This design comes from an exercise in tuning for small area on the open sky130 flow, not from production work.
Function was checked by simulation only, so behaviour that the tests miss may differ from the original.
No activity file was given, so power comes from the tool's default toggle rates.

==> inputs of run H <==
==> flow/design.v <==
`default_nettype none
package ub_pkg;
    typedef logic [16-1:0] ub_word_t;
    typedef ub_word_t [8-1:0] act_row_t;
    typedef struct packed {
        logic                  cyc;
        logic                  stb;
        logic                  we;
        logic [6-1:0] adr;
        logic [16-1:0] dat;
    } wb_req_t;
    typedef struct packed {
        logic                 en;
        logic [3-1:0] col;
        ub_word_t             data;
    } bank_wr_t;
    typedef struct packed {
        ub_word_t data;
        logic     last;  
    } stream_beat_t;
    typedef enum logic {
        S_IDLE,
        S_RUN
    } stream_state_t;
endpackage
`default_nettype wire
`default_nettype none
`timescale 1ns/1ps
module ub_top (
    input  wire                                  clk,
    input  wire                                  reset,
    input  wire                                  wb_cyc,
    input  wire                                  wb_stb,
    input  wire                                  wb_we,
    input  wire [6-1:0]                 wb_adr,
    input  wire [16-1:0]                 wb_dat,
    output wire                                  wb_ack,
    input  wire                                  store,
    input  wire [8-1:0]                   acc_full,
    input  wire [8*8*16-1:0] acc_rows,
    input  wire                                  ext_start,
    output wire [16-1:0]                 out_data,
    output wire                                  out_last,
    output wire                                  out_valid,
    input  wire                                  out_ready
);
    localparam int W     = 16;
    localparam int ROWS  = 8;
    localparam int COLS  = 8;
    localparam int WORDS = ROWS * COLS;
    logic ack;
    wire  take = wb_cyc && wb_stb && !ack && !store;
    always_ff @(posedge clk) begin
        if (reset) ack <= 1'b0;
        else       ack <= take;
    end
    assign wb_ack = ack;
    wire [ROWS-1:0] nsa;   
    wire [ROWS-1:0] rs;    
    wire [ROWS-1:0] nwr;   
    wire [COLS-1:0] nwc;   
    for (genvar r = 0; r < ROWS; r++) begin : g_wrow
        assign nsa[r] = !(store && acc_full[r] && !reset);
        assign rs[r]  = reset || (store && acc_full[r]);
        assign nwr[r] = !(take && wb_we && !reset && wb_adr[6-1:3] == r);
    end
    for (genvar c = 0; c < COLS; c++) begin : g_wcol
        assign nwc[c] = !(wb_adr[3-1:0] == c);
    end
    logic [WORDS*W-1:0] mem;
    for (genvar w = 0; w < WORDS; w++) begin : g_word
        wire sa, ww, hold;
        ub_inv  u_sa   (.a(nsa[w / COLS]), .y(sa));
        ub_nor2 u_ww   (.a(nwr[w / COLS]), .b(nwc[w % COLS]), .y(ww));
        ub_nor2 u_hold (.a(rs[w / COLS]),  .b(ww),            .y(hold));
        for (genvar b = 0; b < W; b++) begin : g_bit
            ub_bit u_bit (
                .clk  (clk),
                .sa   (sa),
                .acc  (acc_rows[w*W + b]),
                .ww   (ww),
                .dat  (wb_dat[b]),
                .hold (hold),
                .q    (mem[w*W + b])
            );
        end
    end
    logic                  run;
    logic [6-1:0] ptr;    
    logic [W-1:0]          beat;
    wire last = (ptr == '0);       
    wire load = run ? (out_ready && !last) : ext_start;
    always_ff @(posedge clk) begin
        if (reset) begin
            run <= 1'b0;
            ptr <= '0;
        end else begin
            if (!run) begin
                if (ext_start) run <= 1'b1;
            end else if (out_ready && last) begin
                run <= 1'b0;
            end
            if (load) ptr <= ptr + 1'b1;
        end
    end
    wire [ROWS-1:0]  rl;
    wire [COLS-1:0]  cl;
    wire [WORDS-1:0] sel;
    for (genvar r = 0; r < ROWS; r++) begin : g_rrow
        assign rl[r] = load && ptr[6-1:3] == r;
    end
    for (genvar c = 0; c < COLS; c++) begin : g_rcol
        assign cl[c] = ptr[3-1:0] == c;
    end
    for (genvar w = 0; w < WORDS; w++) begin : g_sel
        wire nsel;
        ub_nand2 u_nsel (.a(rl[w / COLS]), .b(cl[w % COLS]), .y(nsel));
        ub_inv   u_sel  (.a(nsel), .y(sel[w]));
    end
    localparam int GROUPS = WORDS / 3;    
    for (genvar b = 0; b < W; b++) begin : g_rbit
        wire [GROUPS:0] t_n;              
        for (genvar g = 0; g < GROUPS; g++) begin : g_grp
            ub_aoi222 u_aoi (
                .a0 (mem[(3*g)*W + b]),   .s0 (sel[3*g]),
                .a1 (mem[(3*g+1)*W + b]), .s1 (sel[3*g+1]),
                .a2 (mem[(3*g+2)*W + b]), .s2 (sel[3*g+2]),
                .y_n(t_n[g])
            );
        end
        ub_aoi22 u_aoi_last (
            .a0 (mem[(WORDS-1)*W + b]), .s0 (sel[WORDS-1]),
            .a1 (beat[b]),              .s1 (!load),
            .y_n(t_n[GROUPS])
        );
        ub_beat_bit #(.N(GROUPS + 1)) u_beat (
            .clk (clk),
            .t_n (t_n),
            .q   (beat[b])
        );
    end
    assign out_valid = run;
    assign out_data  = beat;
    assign out_last  = last;
endmodule
module ub_bit (
    input  wire  clk,
    input  wire  sa,
    input  wire  acc,
    input  wire  ww,
    input  wire  dat,
    input  wire  hold,
    output logic q
);
    always_ff @(posedge clk) q <= (sa & acc) | (ww & dat) | (hold & q);
endmodule
module ub_nand2 (
    input  wire a, b,
    output wire y
);
    assign y = !(a & b);
endmodule
module ub_nor2 (
    input  wire a, b,
    output wire y
);
    assign y = !(a | b);
endmodule
module ub_inv (
    input  wire a,
    output wire y
);
    assign y = !a;
endmodule
module ub_aoi222 (
    input  wire a0, s0, a1, s1, a2, s2,
    output wire y_n
);
    assign y_n = !((a0 & s0) | (a1 & s1) | (a2 & s2));
endmodule
module ub_aoi22 (
    input  wire a0, s0, a1, s1,
    output wire y_n
);
    assign y_n = !((a0 & s0) | (a1 & s1));
endmodule
module ub_beat_bit #(
    parameter int N = 22
) (
    input  wire         clk,
    input  wire [N-1:0] t_n,
    output logic        q
);
    always_ff @(posedge clk) q <= !(&t_n);
endmodule
`default_nettype wire
==> flow/flow/run.sh <==
#!/bin/bash
# The standard layout (standard.sh), with:
#  - the smallest buffer on every input and output port,
#  - a clock tree of small buffers (clkbuf_4 at the sinks), without dummy loads.
# make's output goes to make_finish.log here; each step's log is under orfs/logs/.
set -euo pipefail
bash standard.sh \
  'BUFFER_PORTS_ARGS=-buffer_cell sky130_fd_sc_hd__buf_1' \
  'CTS_ARGS=-sink_clustering_enable -repair_clock_nets -dont_use_dummy_load -buf_list {sky130_fd_sc_hd__clkbuf_4 sky130_fd_sc_hd__clkbuf_8} -root_buf sky130_fd_sc_hd__clkbuf_16 -tree_buf sky130_fd_sc_hd__clkbuf_8 -sink_clustering_buffer sky130_fd_sc_hd__clkbuf_4 -sink_clustering_size 8 -sink_clustering_max_diameter 60' \
  finish > make_finish.log 2>&1
==> flow/standard.sh <==
#!/bin/bash
# synth_recipe.tcl (not shown) runs the flow's synth.tcl, then flattens the netlist and writes it again
# the make line also repeats each setting of config.mk as NAME=value (left out here)
make -C /OpenROAD-flow-scripts/flow DESIGN_CONFIG=/design/flow/config.mk WORK_HOME=/design/flow/orfs CLKGATE_MAP_FILE= SYNTH_SCRIPT=/design/flow/synth_recipe.tcl "${@:-finish}"
==> flow/config.mk <==
export PLATFORM = sky130hd
export DESIGN_NAME = ub_top
export DESIGN_NICKNAME = ub_top
export VERILOG_FILES = /design/flow/design.v
export SDC_FILE = /design/flow/constraint.sdc
export NUM_CORES = 4
export LEC_CHECK = 0
export CAP_MARGIN = 20
export CORE_MARGIN = 2
export CORE_UTILIZATION = 40
export SLEW_MARGIN = 20
export SYNTH_HIERARCHICAL = 1
==> flow/constraint.sdc <==
create_clock -name core_clock -period 5.0 [get_ports {clk}]
set_input_delay 1.0000 -clock core_clock [delete_from_list [all_inputs] [get_ports {clk}]]
set_output_delay 1.0000 -clock core_clock [all_outputs]
set_load 0.01 [all_outputs]
==> run F (differences from run H) <==
--- a/flow/design.v
+++ b/flow/design.v
@@ -103,19 +103,17 @@
             if (load) ptr <= ptr + 1'b1;
         end
     end
-    wire [ROWS-1:0]  rl;
-    wire [COLS-1:0]  cl;
+    wire [ROWS-1:0]  nrl;
+    wire [COLS-1:0]  ncl;
     wire [WORDS-1:0] sel;
     for (genvar r = 0; r < ROWS; r++) begin : g_rrow
-        assign rl[r] = load && ptr[6-1:3] == r;
+        assign nrl[r] = !(load && ptr[6-1:3] == r);
     end
     for (genvar c = 0; c < COLS; c++) begin : g_rcol
-        assign cl[c] = ptr[3-1:0] == c;
+        assign ncl[c] = !(ptr[3-1:0] == c);
     end
     for (genvar w = 0; w < WORDS; w++) begin : g_sel
-        wire nsel;
-        ub_nand2 u_nsel (.a(rl[w / COLS]), .b(cl[w % COLS]), .y(nsel));
-        ub_inv   u_sel  (.a(nsel), .y(sel[w]));
+        ub_nor2 u_sel (.a(nrl[w / COLS]), .b(ncl[w % COLS]), .y(sel[w]));
     end
     localparam int GROUPS = WORDS / 3;    
     for (genvar b = 0; b < W; b++) begin : g_rbit
@@ -154,12 +152,6 @@
 );
     always_ff @(posedge clk) q <= (sa & acc) | (ww & dat) | (hold & q);
 endmodule
-module ub_nand2 (
-    input  wire a, b,
-    output wire y
-);
-    assign y = !(a & b);
-endmodule
 module ub_nor2 (
     input  wire a, b,
     output wire y
==> flow/flow/run.sh (replaced) <==
#!/bin/bash
# The standard layout (standard.sh), with:
#  - the smallest buffer on every input and output port,
#  - a clock tree of small buffers (clkbuf_4 at the sinks), without dummy loads,
#  - power recovery (downsizing of non-critical cells) after global routing.
# make's output goes to make_finish.log here; each step's log is under orfs/logs/.
set -euo pipefail
bash standard.sh \
  'BUFFER_PORTS_ARGS=-buffer_cell sky130_fd_sc_hd__buf_1' \
  'CTS_ARGS=-sink_clustering_enable -repair_clock_nets -dont_use_dummy_load -buf_list {sky130_fd_sc_hd__clkbuf_4 sky130_fd_sc_hd__clkbuf_8} -root_buf sky130_fd_sc_hd__clkbuf_16 -tree_buf sky130_fd_sc_hd__clkbuf_8 -sink_clustering_buffer sky130_fd_sc_hd__clkbuf_4 -sink_clustering_size 8 -sink_clustering_max_diameter 60' \
  'RECOVER_POWER=100' \
  finish > make_finish.log 2>&1
CAP_MARGIN = 0   (was 20)
SLEW_MARGIN = 0   (was 20)
==> run X (differences from run H) <==
==> flow/design.v, changed modules only <==
module ub_top (
    input  wire                                  clk,
    input  wire                                  reset,
    input  wire                                  wb_cyc,
    input  wire                                  wb_stb,
    input  wire                                  wb_we,
    input  wire [6-1:0]                 wb_adr,
    input  wire [16-1:0]                 wb_dat,
    output wire                                  wb_ack,
    input  wire                                  store,
    input  wire [8-1:0]                   acc_full,
    input  wire [8*8*16-1:0] acc_rows,
    input  wire                                  ext_start,
    output wire [16-1:0]                 out_data,
    output wire                                  out_last,
    output wire                                  out_valid,
    input  wire                                  out_ready
);
    localparam int W     = 16;
    localparam int WORDS = 8 * 8;
    logic ack;
    wire  take = wb_cyc && wb_stb && !ack && !store;
    always_ff @(posedge clk) begin
        if (reset) ack <= 1'b0;
        else       ack <= take;
    end
    assign wb_ack = ack;
    logic [WORDS*W-1:0] mem_n;
    wire         st   = store && !reset;                    
    wire [W-1:0] datg = wb_dat & {W{!reset && !store}};     
    wire         hw   = take && wb_we;                      
    for (genvar w = 0; w < WORDS; w++) begin : g_word
        wire en = reset || (store && acc_full[w / 8]) || (hw && wb_adr == w);
        always_ff @(posedge clk) begin
            if (en) mem_n[w*W +: W] <= ~(({W{st}} & acc_rows[w*W +: W]) | datg);
        end
    end
    logic                  run;
    logic [6-1:0] ptr;    
    logic [W-1:0]          beat;
    wire last = (ptr == '0);       
    wire load = run ? (out_ready && !last) : ext_start;
    always_ff @(posedge clk) begin
        if (reset) begin
            run <= 1'b0;
            ptr <= '0;
        end else begin
            if (!run) begin
                if (ext_start) run <= 1'b1;
            end else if (out_ready && last) begin
                run <= 1'b0;
            end
            if (load) ptr <= ptr + 1'b1;
        end
    end
    logic [W-1:0] rd_n;
    always_comb begin
        rd_n = '0;
        for (int w = 0; w < WORDS; w++)
            rd_n = rd_n | (mem_n[w*W +: W] & {W{ptr == w}});
    end
    always_ff @(posedge clk) begin
        if (load) beat <= ~rd_n;
    end
    assign out_valid = run;
    assign out_data  = beat;
    assign out_last  = last;
endmodule
// module ub_bit removed
// module ub_nand2 removed
// module ub_nor2 removed
// module ub_inv removed
// module ub_aoi222 removed
// module ub_aoi22 removed
// module ub_beat_bit removed
==> flow/flow/run.sh (replaced) <==
#!/bin/bash
# The standard layout, with small buffers on the ports and no CTS dummy loads
set -euo pipefail
bash standard.sh \
  'BUFFER_PORTS_ARGS=-buffer_cell sky130_fd_sc_hd__buf_1' \
  'CTS_ARGS=-sink_clustering_enable -repair_clock_nets -dont_use_dummy_load' \
  finish > make_finish.log 2>&1
CORE_UTILIZATION = 60   (was 40)
CTS_BUF_LIST = sky130_fd_sc_hd__clkbuf_4 sky130_fd_sc_hd__clkbuf_8   (was unset)
SYNTH_HIERARCHICAL = unset   (was 1)
==> run B (differences from run H) <==
==> flow/design.v, changed modules only <==
module ub_top (
    input  wire                                  clk,
    input  wire                                  reset,
    input  wire                                  wb_cyc,
    input  wire                                  wb_stb,
    input  wire                                  wb_we,
    input  wire [6-1:0]                 wb_adr,
    input  wire [16-1:0]                 wb_dat,
    output wire                                  wb_ack,
    input  wire                                  store,
    input  wire [8-1:0]                   acc_full,
    input  wire [8*8*16-1:0] acc_rows,
    input  wire                                  ext_start,
    output wire [16-1:0]                 out_data,
    output wire                                  out_last,
    output wire                                  out_valid,
    input  wire                                  out_ready
);
    localparam int W     = 16;
    localparam int ROWS  = 8;
    localparam int COLS  = 8;
    localparam int WORDS = ROWS * COLS;
    logic ack;
    wire  take = wb_cyc && wb_stb && !ack && !store;
    always_ff @(posedge clk) begin
        if (reset) ack <= 1'b0;
        else       ack <= take;
    end
    assign wb_ack = ack;
    wire [ROWS-1:0] nsa;   
    wire [ROWS-1:0] nrs;   
    wire [ROWS-1:0] wr;    
    wire [COLS-1:0] wc;    
    for (genvar r = 0; r < ROWS; r++) begin : g_wrow
        assign nsa[r] = !(store && acc_full[r] && !reset);
        assign nrs[r] = !reset && !(store && acc_full[r]);
        assign wr[r]  = take && wb_we && !reset && wb_adr[6-1:3] == r;
    end
    for (genvar c = 0; c < COLS; c++) begin : g_wcol
        assign wc[c] = wb_adr[3-1:0] == c;
    end
    logic [WORDS*W-1:0] mem;
    for (genvar w = 0; w < WORDS; w++) begin : g_word
        wire nww, nhold, sa, ww, hold;
        ub_nand2 u_nww   (.a(wr[w / COLS]),  .b(wc[w % COLS]), .y(nww));
        ub_nand2 u_nhold (.a(nrs[w / COLS]), .b(nww),          .y(nhold));
        ub_inv   u_sa    (.a(nsa[w / COLS]), .y(sa));
        ub_inv   u_ww    (.a(nww),           .y(ww));
        ub_inv   u_hold  (.a(nhold),         .y(hold));
        for (genvar b = 0; b < W; b++) begin : g_bit
            ub_bit u_bit (
                .clk  (clk),
                .sa   (sa),
                .acc  (acc_rows[w*W + b]),
                .ww   (ww),
                .dat  (wb_dat[b]),
                .hold (hold),
                .q    (mem[w*W + b])
            );
        end
    end
    logic                  run;
    logic [6-1:0] ptr;    
    logic [W-1:0]          beat;
    wire last = (ptr == '0);       
    wire load = run ? (out_ready && !last) : ext_start;
    always_ff @(posedge clk) begin
        if (reset) begin
            run <= 1'b0;
            ptr <= '0;
        end else begin
            if (!run) begin
                if (ext_start) run <= 1'b1;
            end else if (out_ready && last) begin
                run <= 1'b0;
            end
            if (load) ptr <= ptr + 1'b1;
        end
    end
    wire [ROWS-1:0]  rl;
    wire [COLS-1:0]  cl;
    wire [WORDS-1:0] sel;
    for (genvar r = 0; r < ROWS; r++) begin : g_rrow
        assign rl[r] = load && ptr[6-1:3] == r;
    end
    for (genvar c = 0; c < COLS; c++) begin : g_rcol
        assign cl[c] = ptr[3-1:0] == c;
    end
    for (genvar w = 0; w < WORDS; w++) begin : g_sel
        wire nsel;
        ub_nand2 u_nsel (.a(rl[w / COLS]), .b(cl[w % COLS]), .y(nsel));
        ub_inv   u_sel  (.a(nsel), .y(sel[w]));
    end
    localparam int GROUPS = WORDS / 3;    
    for (genvar b = 0; b < W; b++) begin : g_rbit
        wire [GROUPS:0] t_n;              
        for (genvar g = 0; g < GROUPS; g++) begin : g_grp
            ub_aoi222 u_aoi (
                .a0 (mem[(3*g)*W + b]),   .s0 (sel[3*g]),
                .a1 (mem[(3*g+1)*W + b]), .s1 (sel[3*g+1]),
                .a2 (mem[(3*g+2)*W + b]), .s2 (sel[3*g+2]),
                .y_n(t_n[g])
            );
        end
        ub_aoi22 u_aoi_last (
            .a0 (mem[(WORDS-1)*W + b]), .s0 (sel[WORDS-1]),
            .a1 (beat[b]),              .s1 (!load),
            .y_n(t_n[GROUPS])
        );
        ub_beat_bit #(.N(GROUPS + 1)) u_beat (
            .clk (clk),
            .t_n (t_n),
            .q   (beat[b])
        );
    end
    assign out_valid = run;
    assign out_data  = beat;
    assign out_last  = last;
endmodule
// module ub_nor2 removed
==> flow/flow/run.sh (replaced) <==
#!/bin/bash
# The standard layout (standard.sh), with:
#  - the smallest buffer on every input and output port,
#  - a clock tree of small buffers (clkbuf_4 at the sinks), without dummy loads,
#  - power recovery (downsizing of non-critical cells) after global routing.
# make's output goes to make_finish.log here; each step's log is under orfs/logs/.
set -euo pipefail
bash standard.sh \
  'BUFFER_PORTS_ARGS=-buffer_cell sky130_fd_sc_hd__buf_1' \
  'CTS_ARGS=-sink_clustering_enable -repair_clock_nets -dont_use_dummy_load -buf_list {sky130_fd_sc_hd__clkbuf_4 sky130_fd_sc_hd__clkbuf_8} -root_buf sky130_fd_sc_hd__clkbuf_16 -tree_buf sky130_fd_sc_hd__clkbuf_8 -sink_clustering_buffer sky130_fd_sc_hd__clkbuf_4 -sink_clustering_size 8 -sink_clustering_max_diameter 60' \
  'RECOVER_POWER=100' \
  finish > make_finish.log 2>&1
CAP_MARGIN = 0   (was 20)
SLEW_MARGIN = 0   (was 20)
==> summary.txt <==
Run B produced a layout that fails on max-capacitance violations, max-slew violations. Run F produced a layout that fails on max-capacitance violations, max-slew violations. Run H went through all stages and came out clean. Run X aborted during I/O pin placement.
Global-route usage: run H is lower than run F (0.88 points).
Non-clock buffer count: run H > run F > run B.
The highest final area belongs to run H, the lowest to run F.
Sequential power is about the same in run F and run H.
Between run F and run B, the lower core utilization is in run B (gap 0.68 points).
Between run H and run B, the lower critical path depth is in run B (gap 2).
Between run B and run H, the lower count of clock-buffer cells in the layout is in run H (gap 1).
The highest final cell count belongs to run H, the lowest to run F.

==> static timing again, ports no longer ideal <==
No port has a modelled driver above. Below, the same layouts with a new extraction and two added sets of constraints. Step 1, drivers: a clkbuf_16 drives clk and a buf_2 each remaining input, both assumed. Step 2 also shifts input and output timing later by t, the mid clock arrival at the registers, as if the neighbouring blocks saw the same clock. a / b / c = no drivers / after step 1 / after step 2; a / b = the first two.
run	t (ns)	setup slack, ns	worst setup path at the end	slew at the worst register clock pin (ns)	worst data-port slew with drivers (ns)
run H	0.764	0.187 / 0.187 / -0.072	input to register	0.11 / 0.11	0.30
run F	0.794	0.326 / 0.326 / -0.024	input to register	0.11 / 0.11	0.30
run B	0.787	0.214 / 0.262 / -0.525	input to register	0.11 / 0.11	0.35
For run B, which loses most, drivers alone change the setup slack by +0.048 ns; drivers and shift together by -0.739 ns.
